This is an optimization exercise on Yosys and OpenROAD, whose aim is a short achievable clock period and few clock cycles, not a production implementation.
For this run, only the layout was checked, not whether the RTL still works.
Power figures rest on the tool's default switching activity, not on a simulated workload.

==> flow/design.v <==
package mips_pkg;
    typedef logic [31:0] word_t;
    typedef struct packed {
        logic [5:0] opcode;
        logic [4:0] rs;
        logic [4:0] rt;
        logic [4:0] rd;
        logic [4:0] shamt;
        logic [5:0] funct;
    } r_fmt_t;
    typedef struct packed {
        logic [5:0]  opcode;
        logic [4:0]  rs;
        logic [4:0]  rt;
        logic [15:0] imm16;
    } i_fmt_t;
    typedef struct packed {
        logic [5:0]  opcode;
        logic [25:0] target26;
    } j_fmt_t;
    typedef union packed {
        r_fmt_t r;
        i_fmt_t i;
        j_fmt_t j;
    } instr_t;
    typedef enum logic [3:0] {
        ALU_ADD,
        ALU_SUB,
        ALU_AND,
        ALU_OR,
        ALU_XOR,
        ALU_LUI,    
        ALU_SLT,
        ALU_SLTU,
        ALU_SLL,
        ALU_SRL,
        ALU_SRA
    } alu_op_t;
    typedef enum logic [1:0] {PC_SEQ, PC_BRANCH, PC_JUMP, PC_REG} pc_sel_t;
    typedef enum logic [1:0] {WB_ALU, WB_LOAD, WB_LINK} wb_sel_t;
    typedef enum logic {MEM_BYTE, MEM_WORD} mem_size_t;
endpackage
`timescale 1ns/1ps
module mips_ks_add #(parameter int W = 32) (
    input  logic [W-1:0] a,
    input  logic [W-1:0] b,
    input  logic         cin,
    output logic [W-1:0] sum,
    output logic         cout
);
    localparam int L = $clog2(W);
    logic [W-1:0] p0;
    logic [W-1:0] g [L+1];
    logic [W-1:0] p [L+1];
    assign p0   = a ^ b;
    assign g[0] = (a & b) | {{(W-1){1'b0}}, p0[0] & cin};
    assign p[0] = p0;
    for (genvar l = 0; l < L; l++) begin : lvl
        localparam int D = 1 << l;
        for (genvar i = 0; i < W; i++) begin : bit_
            if (i >= D) begin : comb
                assign g[l+1][i] = g[l][i] | (p[l][i] & g[l][i-D]);
                assign p[l+1][i] = p[l][i] & p[l][i-D];
            end else begin : pass
                assign g[l+1][i] = g[l][i];
                assign p[l+1][i] = p[l][i];
            end
        end
    end
    assign sum  = p0 ^ {g[L][W-2:0], cin};
    assign cout = g[L][W-1];
endmodule
`timescale 1ns/1ps
module mips_cpu_harvard (
    input  logic        clk,
    input  logic        clk_enable,
    input  logic        reset,
    output logic        active,
    output logic [31:0] register_v0,
    input  logic [31:0] instr_readdata,
    output logic [31:0] instr_address,
    output logic        instr_read,
    output logic [3:0]  byte_enable,
    output logic [31:0] data_address,
    output logic        data_write,
    output logic        data_read,
    output logic [31:0] data_writedata,
    input  logic [31:0] data_readdata
);
    logic en;
    assign en = clk_enable;
    logic [31:0] pc_f;
    logic        halted_f;             
    logic [31:0] ir_d;
    logic        v_d, hm_d;            
    logic [31:0] ras;                  
    logic        v_e, hm_e;
    logic [31:0] a_e, b_e, bn_e, bs_e, c_e, alt_e;
    logic        op_add_e, op_sub_e, op_slt_e, op_sltu_e, op_and_e, op_or_e, op_xor_e;
    logic        op_passb_e, op_sll_e, op_srl_e, op_sra_e;
    logic [4:0]  sh_e;
    logic        we_e, ld_e, st_e, sb_e, lw_e, lb_e, ctl_e, x_e, jr_e;
    logic [4:0]  dst_e;
    logic        hm_m;
    logic [31:0] res_m, wdata_m;
    logic [3:0]  be_m;
    logic        rd_m, wr_m, we_m, lw_m, lb_m;
    logic [4:0]  dst_m;
    logic        we_w;
    logic [4:0]  dst_w;
    logic [31:0] res_w;
    logic [31:0] rf [32];
    logic [31:0] rvalid;
    logic [31:0] v0_q;
    logic [5:0]  op, fn;
    logic [4:0]  rs, rt, rd;
    logic [15:0] imm;
    assign op  = ir_d[31:26];
    assign rs  = ir_d[25:21];
    assign rt  = ir_d[20:16];
    assign rd  = ir_d[15:11];
    assign fn  = ir_d[5:0];
    assign imm = ir_d[15:0];
    logic special, r_alu, r_shift, is_jr, is_j, is_jal, is_beq, is_bne;
    logic i_alu, is_lui, is_ld, is_st, reg_b;
    logic uses_rs, uses_rt;
    logic d_we;
    logic [4:0] d_dst;
    always_comb begin
        special = (op == 6'h00);
        r_shift = special && (fn == 6'h00 || fn == 6'h02 || fn == 6'h03);
        r_alu   = special && (fn == 6'h00 || fn == 6'h02 || fn == 6'h03 ||
                              fn == 6'h21 || fn == 6'h23 || fn == 6'h24 ||
                              fn == 6'h25 || fn == 6'h26 || fn == 6'h2A || fn == 6'h2B);
        is_jr   = special && (fn == 6'h08);
        is_j    = (op == 6'h02);
        is_jal  = (op == 6'h03);
        is_beq  = (op == 6'h04);
        is_bne  = (op == 6'h05);
        is_lui  = (op == 6'h0F);
        i_alu   = (op == 6'h09 || op == 6'h0A || op == 6'h0B || op == 6'h0C ||
                   op == 6'h0D || op == 6'h0E || op == 6'h0F);
        is_ld   = (op == 6'h20 || op == 6'h24 || op == 6'h23);
        is_st   = (op == 6'h28 || op == 6'h2B);
        reg_b   = r_alu || is_beq || is_bne;    
        uses_rs = (r_alu && !r_shift) || is_jr || is_beq || is_bne || (i_alu && !is_lui) ||
                  is_ld || is_st;
        uses_rt = r_alu || is_beq || is_bne || is_st;
        d_dst   = r_alu ? rd : (is_jal ? 5'd31 : rt);
        d_we    = (r_alu || i_alu || is_ld || is_jal) && (d_dst != 5'd0);
    end
    logic stall;
    assign stall = v_d && v_e && ld_e &&
                   ((uses_rs && rs == dst_e) || (uses_rt && rt == dst_e));
    logic [31:0] pc_f4, br_tgt, j_tgt, d_tgt, jr_pred;
    logic        pred_tk, d_redir, br_co;
    assign pc_f4   = pc_f + 32'd4;
    mips_ks_add #(30) tgt_1 (.a(pc_f[31:2]), .b({{14{imm[15]}}, imm}), .cin(1'b0),
                             .sum(br_tgt[31:2]), .cout(br_co));
    assign br_tgt[1:0] = 2'b00;
    assign j_tgt   = {pc_f[31:28], ir_d[25:0], 2'b00};
    assign jr_pred = (rs == 5'd0) ? 32'h0 : ras;
    assign pred_tk = (is_bne && rs != rt) || (is_beq && rs == rt);
    assign d_redir = v_d && (is_j || is_jal || is_jr || ((is_beq || is_bne) && pred_tk));
    always_comb begin
        if (is_j || is_jal) d_tgt = j_tgt;
        else if (is_jr)     d_tgt = jr_pred;
        else                d_tgt = br_tgt;
    end
    logic [31:0] imm_b;
    always_comb begin
        if (is_jal)
            imm_b = pc_f4;
        else if (is_jr)
            imm_b = jr_pred;
        else if (is_lui)
            imm_b = {imm, 16'h0};
        else if (op == 6'h0C || op == 6'h0D || op == 6'h0E)
            imm_b = {16'h0, imm};
        else
            imm_b = {{16{imm[15]}}, imm};
    end
    logic [31:0] a, b, sum, diff, shl, shr, res_e;
    logic        slt, sltu, eq, misp, add_co, sub_co;
    assign a = a_e;
    assign b = b_e;
    mips_ks_add #(32) add_1 (.a(a), .b(b), .cin(1'b0), .sum(sum), .cout(add_co));
    mips_ks_add #(32) sub_1 (.a(a), .b(bn_e), .cin(1'b1), .sum(diff), .cout(sub_co));
    assign sltu = !sub_co;
    assign slt  = (a[31] == bn_e[31]) ? a[31] : diff[31];
    assign shl  = bs_e << sh_e;
    assign shr  = 32'($signed({op_sra_e & bs_e[31], bs_e}) >>> sh_e);
    logic [31:0] res_o;
    always_comb begin
        res_o = 32'h0;
        if (op_and_e)   res_o = res_o | (a & b);
        if (op_or_e)    res_o = res_o | (a | b);
        if (op_xor_e)   res_o = res_o | (a ^ b);
        if (op_passb_e) res_o = res_o | bs_e;
        if (op_sll_e)   res_o = res_o | shl;
        if (op_srl_e || op_sra_e) res_o = res_o | shr;
        res_e = ({32{op_add_e}} & sum) | ({32{op_sub_e}} & diff) | res_o |
                {31'h0, (op_slt_e & slt) | (op_sltu_e & sltu)};
    end
    assign eq   = (a == b);
    assign misp = v_e && ctl_e && (eq ^ x_e);
    logic [31:0] e_tgt;
    assign e_tgt = jr_e ? a : alt_e;
    logic [7:0]  lane;
    logic [31:0] ld_val, m_val;
    always_comb begin
        case (res_m[1:0])
            2'd0:    lane = data_readdata[31:24];
            2'd1:    lane = data_readdata[23:16];
            2'd2:    lane = data_readdata[15:8];
            default: lane = data_readdata[7:0];
        endcase
        ld_val = lw_m ? data_readdata : {{24{lb_m & lane[7]}}, lane};
        m_val  = rd_m ? ld_val : res_m;
    end
    logic fe_a, fm_a, fw_a, fe_b, fm_b, fw_b;
    assign fe_a = v_e && we_e && dst_e == rs;
    assign fm_a = we_m && dst_m == rs;
    assign fw_a = we_w && dst_w == rs;
    assign fe_b = v_e && we_e && dst_e == rt;
    assign fm_b = we_m && dst_m == rt;
    assign fw_b = we_w && dst_w == rt;
    logic [31:0] rf_a, rf_b, op_a, op_b, early_a, early_b, early_bi;
    always_comb begin
        rf_a = rvalid[rs] ? rf[rs] : 32'h0;
        rf_b = rvalid[rt] ? rf[rt] : 32'h0;
        if (fm_a)      early_a = m_val;
        else if (fw_a) early_a = res_w;
        else           early_a = rf_a;
        if (fm_b)      early_b = m_val;
        else if (fw_b) early_b = res_w;
        else           early_b = rf_b;
        early_bi = reg_b ? early_b : imm_b;
        op_a = fe_a ? res_e : early_a;
        op_b = fe_b ? res_e : early_b;
    end
    logic adv_d;    
    assign adv_d = !stall;
    logic f_zero;
    assign f_zero = (pc_f == 32'h00000000);
    always_ff @(posedge clk) begin
        if (reset) begin
            pc_f     <= 32'hBFC00000;
            halted_f <= 1'b0;
            v_d      <= 1'b0;
            hm_d     <= 1'b0;
        end else if (en) begin
            if (misp) begin
                pc_f <= e_tgt;
                v_d  <= 1'b0;
                hm_d <= 1'b0;
            end else if (adv_d) begin
                if (halted_f || f_zero) begin
                    v_d  <= 1'b0;
                    hm_d <= !halted_f;
                    halted_f <= 1'b1;
                end else begin
                    v_d  <= 1'b1;
                    hm_d <= 1'b0;
                    pc_f <= d_redir ? d_tgt : pc_f4;
                end
            end
        end
    end
    always_ff @(posedge clk) begin
        if (en && adv_d)
            ir_d <= instr_readdata;
        if (en && adv_d && v_d && is_jal)
            ras <= pc_f4;
    end
    always_ff @(posedge clk) begin
        if (reset) begin
            v_e  <= 1'b0;
            hm_e <= 1'b0;
        end else if (en) begin
            v_e  <= v_d && adv_d;
            hm_e <= hm_d && adv_d;
        end
    end
    always_ff @(posedge clk) begin
        if (en) begin
            a_e   <= op_a;
            b_e   <= (reg_b && fe_b) ? res_e : early_bi;
            bn_e  <= ~((reg_b && fe_b) ? res_e : early_bi);
            bs_e  <= (r_shift || is_lui || is_jal) ? ((r_shift && fe_b) ? res_e : early_bi) : 32'h0;
            c_e   <= op_b;
            alt_e <= pred_tk ? pc_f4 : br_tgt;
            sh_e  <= ir_d[10:6];
            op_add_e   <= (special && fn == 6'h21) || op == 6'h09 || is_ld || is_st;
            op_sub_e   <= special && fn == 6'h23;
            op_slt_e   <= (special && fn == 6'h2A) || op == 6'h0A;
            op_sltu_e  <= (special && fn == 6'h2B) || op == 6'h0B;
            op_and_e   <= (special && fn == 6'h24) || op == 6'h0C;
            op_or_e    <= (special && fn == 6'h25) || op == 6'h0D;
            op_xor_e   <= (special && fn == 6'h26) || op == 6'h0E;
            op_passb_e <= is_lui || is_jal;
            op_sll_e   <= special && fn == 6'h00;
            op_srl_e   <= special && fn == 6'h02;
            op_sra_e   <= special && fn == 6'h03;
            we_e  <= d_we;
            dst_e <= d_dst;
            ld_e  <= is_ld;
            st_e  <= is_st;
            sb_e  <= (op == 6'h28);
            lw_e  <= (op == 6'h23);
            lb_e  <= (op == 6'h20);
            ctl_e <= is_beq || is_bne || is_jr;
            x_e   <= is_jr || (is_bne ^ pred_tk);
            jr_e  <= is_jr;
        end
    end
    always_ff @(posedge clk) begin
        if (reset) begin
            hm_m <= 1'b0;
            rd_m <= 1'b0;
            wr_m <= 1'b0;
            we_m <= 1'b0;
        end else if (en) begin
            hm_m <= hm_e;
            rd_m <= v_e && ld_e;
            wr_m <= v_e && st_e;
            we_m <= v_e && we_e;
        end
    end
    always_ff @(posedge clk) begin
        if (en) begin
            res_m   <= res_e;
            wdata_m <= sb_e ? {4{c_e[7:0]}} : c_e;
            be_m    <= sb_e ? (4'b1000 >> sum[1:0]) : 4'b1111;
            dst_m   <= dst_e;
            lw_m    <= lw_e;
            lb_m    <= lb_e;
        end
    end
    always_ff @(posedge clk) begin
        if (reset)
            we_w <= 1'b0;
        else if (en)
            we_w <= we_m;
    end
    always_ff @(posedge clk) begin
        if (en) begin
            res_w <= m_val;
            dst_w <= dst_m;
        end
    end
    always_ff @(posedge clk) begin
        if (reset)
            rvalid <= 32'h0;
        else if (we_w)
            rvalid[dst_w] <= 1'b1;
    end
    always_ff @(posedge clk) begin
        if (we_w)
            rf[dst_w] <= res_w;
    end
    always_ff @(posedge clk) begin
        if (reset)
            v0_q <= 32'h0;
        else if (we_w && dst_w == 5'd2)
            v0_q <= res_w;
    end
    always_ff @(posedge clk) begin
        if (reset)
            active <= 1'b1;
        else if (en && hm_m)
            active <= 1'b0;
    end
    assign instr_address  = pc_f;
    assign instr_read     = active;
    assign data_address   = {res_m[31:2], 2'b00};
    assign data_read      = rd_m;
    assign data_write     = wr_m;
    assign byte_enable    = be_m;
    assign data_writedata = wdata_m;
    assign register_v0    = v0_q;
endmodule
==> flow/flow/run.sh <==
#!/bin/bash
set -euo pipefail
bash standard.sh SETUP_SLACK_MARGIN=7.6 finish > standard_flow.log 2>&1
==> flow/standard.sh <==
#!/bin/bash
# synth_recipe.tcl (not shown) runs the flow's synth.tcl, then flattens the netlist and writes it again
# the make line also repeats each setting of config.mk as NAME=value (left out here)
make -C /OpenROAD-flow-scripts/flow DESIGN_CONFIG=/design/flow/config.mk WORK_HOME=/design/flow/orfs CLKGATE_MAP_FILE= SYNTH_SCRIPT=/design/flow/synth_recipe.tcl "${@:-finish}"
==> flow/config.mk <==
export PLATFORM = sky130hd
export DESIGN_NAME = mips_cpu_harvard
export DESIGN_NICKNAME = mips_cpu_harvard
export VERILOG_FILES = /design/flow/design.v
export SDC_FILE = /design/flow/constraint.sdc
export NUM_CORES = 4
export LEC_CHECK = 0
export ABC_CLOCK_PERIOD_IN_PS = 3000
export CAP_MARGIN = 20
export CORE_MARGIN = 2
export CORE_UTILIZATION = 40
export SLEW_MARGIN = 20
==> flow/constraint.sdc <==
create_clock -name core_clock -period 11.0 [get_ports {clk}]
set_input_delay 2.2000 -clock core_clock [delete_from_list [all_inputs] [get_ports {clk}]]
set_output_delay 2.2000 -clock core_clock [all_outputs]
set_load 0.01 [all_outputs]
==> run notes <==
Yosys cell counts, drive strengths merged (16+ instances only):
library cell	number	area, um2
a31oi	49	307
or2	18	113
a21oi	347	1740
xor2	63	552
a22oi	32	240
nor4	38	244
o221ai	19	166
a21o	48	360
mux4	723	16300
a221oi	49	448
o31ai	17	133
ha	131	1640
nand4	30	188
nor2b	22	138
or3	23	144
o22ai	29	181
nand2b	29	181
nand2	346	1300
mux2	53	597
o211ai	56	420
nand3	76	380
a211oi	62	490
nor2	365	1370
o21ai	327	1640
xnor2	66	578
a221o	16	160
and3	26	163
edfxtp	1422	42700
nor3	65	330
mux2i	201	2010
buf	179	953
o21a	32	240
clkbuf	293	1100
dfxtp	117	2340
inv	187	702
through the flow:
| stage | instance area [um2] | hold slack (ns) | total power [mW] |
|---|---|---|---|
| final | 101000 | 0.461 | 14.7 |
| after global routing | 101000 | 0.479 | 15.1 |
| after CTS | 97800 | 0.461 | 14.6 |
| after detailed placement | 87400 | 0.447 | 8.67 |
| after global placement | 87400 | 0.445 | 8.67 |
| after floorplan | 82700 | 0.400 | 7.94 |
tightest hold or removal path: cells and delay by family (launching register included):
kind / cells / cell delay (ns)
DFF: 1 / 0.32
and+or+nand+nor: 1 / 0.05
AOI/OAI and AO/OA: 1 / 0.05
power breakdown:
group / total (mW) / switching, mW / internal [mW]
Clock: 5.74 / 2.52 / 3.22
Sequential: 6.68 / 0.162 / 6.51
Combinational: 2.33 / 1.32 / 1.01
area by class of cell:
class | instances | area (um2) | area share [%]
Timing Repair Buffer | 721 | 7520 | 7.48
Inverter | 188 | 722 | 0.718
Tap cell | 2688 | 3360 | 3.35
Multi-Input combinational cell | 3547 | 38100 | 37.9
Clock buffer | 205 | 4450 | 4.42
Clock inverter | 106 | 1140 | 1.13
Antenna cell | 6 | 15.0 | 0.0149
Sequential cell | 1539 | 45200 | 45.0
kinds of logic after synthesis:
logic type               count (synthesis)  synth area share [%]
AO/OA/AOI/OAI                         1207                  9.31
XOR/XNOR                               129                  1.38
adder cells (fa/ha/maj)                134                  2.07
buffers and inverters                  660                  3.36
flip-flops                            1539                  54.8
multiplexers                           977                  23.0
other                                    1               0.00457
AND/OR/NAND/NOR                       1091                  6.05
worst paths after layout:
check                     endpoint  slack [ns]                  start
max                data_address[5]        7.13     res_m[5]$_DFFE_PP_
max reg2reg      a_e[30]$_DFFE_PP_        7.37       a_e[0]$_DFFE_PP_
min reg2reg  v0_q[25]$_SDFFE_PP0P_        0.46  v0_q[25]$_SDFFE_PP0P_
min          v0_q[25]$_SDFFE_PP0P_        0.46  v0_q[25]$_SDFFE_PP0P_
what timing repair did:
item | CTS | global route
gates resized for setup | 1199 | 291
endpoints found under the setup margin | 693 | 439
buffers inserted | 225 | 114
pin swaps | 89 | 137
cloned | 15 | 12
metal layers:
layer | part of all wire [%] | vias to the layer above | global-route usage (%) | routed length, um
met4 | 8.6 | 4 | 20.7 | 27400
met1 | 36 | 30426 | 37.0 | 114000
met5 | 0.0085 | - | 0 | 27
met2 | 46 | 3752 | 46.0 | 147000
li1 | - | 23902 | - | -
met3 | 9.2 | 819 | 5.50 | 29300
==> flow_metrics.env <==
export IMPL_p_leak_nw=33.8
export IMPL_holdPathStages=2
export IMPL_row_count=166
export IMPL_synth_flop_cell="edfxtp_1"
export IMPL_initialDrtViolationCount=8548
export IMPL_cp_depth=1
export IMPL_area_growth_pct=22.4
export IMPL_ys_types=94
export IMPL_ir_drop_mv=0.164
export IMPL_crit_buf_inv=1
export IMPL_grt_pass1_vias=56434
export IMPL_hpwl_um=198000
export IMPL_grt_pass1_wl_um=437000
export IMPL_grt_max_degree=91
export IMPL_cts_buffer_depth=3
export IMPL_place_gp_congestion=0.993
export IMPL_layout_nets=6366
export IMPL_worst_slack_ns=7.13
export IMPL_final_cell_mix="edfxtp_1, mux4_2, buf_4"
export IMPL_cts_tree="yes"
export IMPL_start_util_pct=40.2
export IMPL_cp_slowest_cell="edfxtp_1"
export IMPL_clkSinkCount=1539
export IMPL_largest_reg_flops=1024
export IMPL_antenna_found_initial=14
export IMPL_drive_above_1_share_pct=36.1
export IMPL_relSlewSlack_pct=23.7
export IMPL_min_path_type="reg2reg"
export IMPL_syn_inst=5738
export IMPL_setup_violations_final=0
export IMPL_max_stage_delay_ns=0.60
export IMPL_setup_tns_ns=0
export IMPL_syn_area_mm2=0.0821
export IMPL_numCtsBuffers=168
export IMPL_die_width_um=457
export IMPL_worstPathCellList="buf_2"
export IMPL_outcome="no timing/DRC/antenna violations"
export IMPL_ios=203
export IMPL_drt_pass1_iterations=8
export IMPL_top_register="rf"
export IMPL_drv_slew=0
export IMPL_io_buffers=200
export IMPL_final_hold_viol_count=0
export IMPL_clk_pin_slew_ns=0.06
export IMPL_htree_num_levels=4
export IMPL_final_common_cell="edfxtp_1"
export IMPL_tightest_slew_ns=1.11
export IMPL_start_kind="flop"
export IMPL_ys_seq_elements=1539
export IMPL_final_cells=9000
export IMPL_clk_latency_ns=0.87
export IMPL_crit_arrival_ns=1.67
export IMPL_final_core_util_pct=49.2
export IMPL_synth_edf_count=1422
export IMPL_clock_skew_ns=0.0481
export IMPL_core_area_mm2=0.204
export IMPL_reg2reg_depth=13
export IMPL_drt_vias_per_instance=6.54
export IMPL_wire_per_inst_um=35.4
export IMPL_cts_hold_buffers=0
export IMPL_cp_required_ns=8.80
export IMPL_clock_root_buffer="clkbuf_16"
export IMPL_die_area_mm2=0.209
export IMPL_drc=0
export IMPL_die_y_um=457
export IMPL_fill_cells=17340
export IMPL_rsz0062_at_grt="yes"
export IMPL_seq_area_frac_synth_pct=54.8
export IMPL_p_per_area_mw_per_mm2=147
export IMPL_end_kind="output port"
export IMPL_place_inst=8301
export IMPL_fin_crit_ns=3.87
export IMPL_fin_crit_sh_pct=35.2
export IMPL_ant_nets=0
export IMPL_ys_warn_count=7
export IMPL_crit_family="flip-flops"
export IMPL_grt_total_usage_pct=29.4
export IMPL_cap_violations=0
export IMPL_fmax_mhz=258
export IMPL_async_reset_ff_share_pct=0
export IMPL_wirelength_um=318000
export IMPL_grt_ovfl_total=0
export IMPL_vias=58903
export IMPL_place_ws_ns=5.91
export IMPL_syn_avg_cell_area_um2=14.3
export IMPL_crit_fanout=2
export IMPL_crit_type="reg2out"

port drivers added, routing unchanged:
How much do the figures lean on ideal ports? The routed layout below was timed once more, with nothing changed but the port constraints.
Step 1: set_driving_cell puts a clkbuf_16 on clk and a buf_2 on each other input, an assumption about the parent block.
Step 2 also shifts input and output timing later by t, the mid clock arrival at the registers, as if the neighbouring blocks saw the same clock.
a / b / c = no drivers / after step 1 / after step 2; a / b = the first two.
t (ns): 0.929
setup WS [ns]: 7.130 / 7.045 / 6.588
worst setup path after step 2: input to register
worst data-port slew with drivers (ns): 0.06
cell pins on the clock port's net: 1
After both steps setup and hold are still met in this run. The setup slack of this run moves by -0.085 ns with the drivers and by -0.542 ns with both steps.
